Source: an optimization exercise on an open RTL-to-GDS flow (aim: small area, a short achievable clock period and few clock cycles per item). Production flows keep margins and buffers that such runs may drop.
RTL that was checked went through simulation tests only; none was proved equivalent to the original. No driver is modelled on the clock port, so clocking that relies on it looks cheaper here than on a real chip.

north:
==> flow/design.v (excerpt) <==
module mining_job_tag_result_matcher_core #(
  parameter int JOB_SLOTS = 128
) (
  input  logic                              clk,
  input  logic                              rst,
  input  logic                              in_valid,
  output logic                              in_ready,
  input  logic                              action,
  input  logic [31:0]                       job_version,
  input  logic                              nonce_resp,
  input  logic [31:0]                       frame_word,
  input  logic [7:0]                        frame_addr_byte,
  input  logic [7:0]                        frame_tag_byte,
  input  logic [15:0]                       frame_version,
  output logic                              out_valid,
  input  logic                              out_ready,
  output logic [mjtm_pkg::STATUS_W-1:0]     status,
  output logic [mjtm_pkg::TAG_W-1:0]        tag,
  output logic [mjtm_pkg::CHIP_W-1:0]       chip_index,
  output logic [mjtm_pkg::KIND_W-1:0]       register_kind,
  output logic [31:0]                       data_word,
  output logic [31:0]                       full_version,
  input  logic                              psel,
  input  logic                              penable,
  input  logic                              pwrite,
  input  logic [mjtm_pkg::PADDR_W-1:0]      paddr,
  input  logic [31:0]                       pwdata,
  output logic [31:0]                       prdata,
  output logic                              pready
);
==> flow/config.mk <==
export PLATFORM = sky130hd
export DESIGN_NAME = mining_job_tag_result_matcher_core
export DESIGN_NICKNAME = mining_job_tag_result_matcher_core
export VERILOG_FILES = /design/flow/design.v
export SDC_FILE = /design/flow/constraint.sdc
export NUM_CORES = 4
export LEC_CHECK = 0
export ABC_CLOCK_PERIOD_IN_PS = 2000
export CAP_MARGIN = 20
export CORE_MARGIN = 2
export CORE_UTILIZATION = 65
export CTS_CLUSTER_DIAMETER = 100
export CTS_CLUSTER_SIZE = 30
export SETUP_SLACK_MARGIN = 1.95
export SLEW_MARGIN = 20
export TNS_END_PERCENT = 20
==> flow/constraint.sdc <==
create_clock -name core_clock -period 4.0 [get_ports {clk}]
set_input_delay 0.8000 -clock core_clock [delete_from_list [all_inputs] [get_ports {clk}]]
set_output_delay 0.8000 -clock core_clock [all_outputs]
set_load 0.01 [all_outputs]
standard.sh (not shown) runs the stock make flow with config.mk's settings and CLKGATE_MAP_FILE= SYNTH_SCRIPT=/design/flow/synth_recipe.tcl, a recipe that flattens the netlist after the stock synthesis.
==> flow/flow/run.sh <==
#!/bin/bash
# Standard synthesis, then the standard layout with port buffers of
# sky130_fd_sc_hd__buf_2 and no dummy loads in the clock tree.
set -euo pipefail
bash standard.sh synth > synth.log 2>&1
bash standard.sh \
  "BUFFER_PORTS_ARGS=-buffer_cell sky130_fd_sc_hd__buf_2" \
  "CTS_ARGS=-sink_clustering_enable -repair_clock_nets -dont_use_dummy_load -sink_clustering_size 30 -sink_clustering_max_diameter 100" \
  finish > layout.log 2>&1
north reached the final stage; the timing, DRC and antenna checks on its layout passed.
### north -> south
-- flow/design.v --
<<< north, line 751
  output logic                              pready
);
  function automatic logic ge4(input logic [3:0] r, input logic [3:0] h,
                               input logic lo);
    logic [3:0] g;            
    logic [3:0] l;            
    g = r & ~h;
    l = ~r & h;
    ge4 = g[3] | (!l[3] & (g[2] | (!l[2] & (g[1] | (!l[1] & (g[0] | (!l[0] & lo)))))));
  endfunction
  logic [8:0]  spacing;
  logic [8:0]  spacing_n;     
>>> south, line 751
  output logic                              pready
);
  logic [8:0]  spacing;
  logic [8:0]  spacing_n;     
<<< north, line 847
  logic        a_reg;         
  logic [3:0]  a_tag;
  logic        a_k8x;         
  logic [7:0]  a_dvd;
  logic        a_hit;
>>> south, line 839
  logic        a_reg;         
  logic [3:0]  a_tag;
  logic [2:0]  a_kind;
  logic [7:0]  a_dvd;
  logic        a_hit;
<<< north, line 856
  assign a_tag      = action ? frame_tag_byte[7:4] : issue_slot;
  assign a_dvd      = nonce_resp ? frame_word[24:17] : frame_addr_byte;
  assign a_k8x = (frame_tag_byte >= 8'h88) && (frame_tag_byte <= 8'h8C);
  assign a_reg = action && !nonce_resp && ((frame_tag_byte == 8'h4C) || a_k8x);
  always_ff @(posedge clk) begin
    if (rst) begin
>>> south, line 848
  assign a_tag      = action ? frame_tag_byte[7:4] : issue_slot;
  assign a_dvd      = nonce_resp ? frame_word[24:17] : frame_addr_byte;
  always_comb begin
    a_reg  = 1'b0;
    a_kind = '0;
    if (action && !nonce_resp) begin
      if (frame_tag_byte == 8'h4C) begin
        a_reg = 1'b1;
      end else if (frame_tag_byte >= 8'h88 && frame_tag_byte <= 8'h8C) begin
        a_reg  = 1'b1;
        a_kind = frame_tag_byte[2:0] + 3'd1;
      end
    end
  end
  always_ff @(posedge clk) begin
    if (rst) begin
<<< north, line 878
  always_comb begin
    for (int m = 1; m < 16; m++) begin
      a_loge[m] = ge4(a_dvd[3:0], mval[m][3:0], 1'b1);
    end
  end
>>> south, line 880
  always_comb begin
    for (int m = 1; m < 16; m++) begin
      a_loge[m] = a_dvd[3:0] >= mval[m][3:0];
    end
  end
<<< north, line 887
  logic [15:0] s1_sel;        
  logic [15:0] s1_sel_n;      
  logic        s1_k8x;
  logic [2:0]  s1_kraw;       
  logic [31:0] s1_word;       
  logic [15:0] s1_fver;
>>> south, line 889
  logic [15:0] s1_sel;        
  logic [15:0] s1_sel_n;      
  logic [2:0]  s1_kind;
  logic [31:0] s1_word;       
  logic [15:0] s1_fver;
<<< north, line 904
        s1_sel_n[i] <= !((a_issue || a_nonce) && (a_tag == 4'(i)));
      end
      s1_k8x   <= a_k8x;
      s1_kraw  <= frame_tag_byte[2:0];
      s1_word  <= action ? frame_word : job_version;
      s1_fver  <= frame_version;
>>> south, line 905
        s1_sel_n[i] <= !((a_issue || a_nonce) && (a_tag == 4'(i)));
      end
      s1_kind  <= a_kind;
      s1_word  <= action ? frame_word : job_version;
      s1_fver  <= frame_version;
<<< north, line 920
  always_comb begin
    for (int m = 1; m < 16; m++) begin
      b_ge[m] = s1_div && !mbig[m] && ge4(s1_rh, mval[m][7:4], s1_loge[m]);
    end
  end
>>> south, line 920
  always_comb begin
    for (int m = 1; m < 16; m++) begin
      b_ge[m] = s1_div && !mbig[m] &&
                ((s1_rh > mval[m][7:4]) || ((s1_rh == mval[m][7:4]) && s1_loge[m]));
    end
  end
<<< north, line 950
    s2_div   = s1_div;
    s2_sel   = s1_sel;
    s2_kind  = (s1_reg && s1_k8x) ? s1_kraw + 3'd1 : 3'd0;
    s2_word  = s1_word;
    s2_fver  = s1_fver;
>>> south, line 951
    s2_div   = s1_div;
    s2_sel   = s1_sel;
    s2_kind  = s1_kind;
    s2_word  = s1_word;
    s2_fver  = s1_fver;
Results
south vs. north: sequential share of layout area now smaller, combined area of all synthesized cells rose by about 3.7%, end-of-flow core utilization now larger, area taken by multi-input logic gates increased by 1300 µm² relative to the old numbers. Going from north to south, cell count along the critical path rose 3, synthesized cell count grew by 107, buffer levels on the longest clock path about even.
Testbench counts of south, summed over its fixed seeds: cycles 3,224, items 3,200.
The RTL of north was laid out without a check of its function.

[re-timing with driven ports]
No port has a modelled driver above. Below, the same layouts with a new extraction and two added sets of constraints. Step 1 (the two cells are an assumption about what drives the block):
set clk [get_ports {clk}]
set_driving_cell -lib_cell sky130_fd_sc_hd__clkbuf_16 $clk
set_driving_cell -lib_cell sky130_fd_sc_hd__buf_2 [delete_from_list [all_inputs] $clk]
Step 2 adds t to the input delays and takes it off the output delays; t is the mean of the earliest and latest rising clock arrival at the registers after step 1. Input paths then give back, and output paths get back, about the clock's delay inside the block. a / b / c = ideal ports / drivers / drivers and shift; a / b = the first two.
run	shift t [ns]	slack for setup (ns)	hold slack, ns	worst setup path at the end	cell pins on the clock port's net
north	0.684	1.573 / 1.573 / 1.267	0.334 / 0.305 / 0.455	input to register	1
south	0.626	1.842 / 1.838 / 1.265	0.372 / 0.328 / 0.437	input to register	1
After both steps every run listed still meets setup and hold. The setup slack of south, which loses most, moves by -0.004 ns with the drivers and by -0.577 ns with both steps.
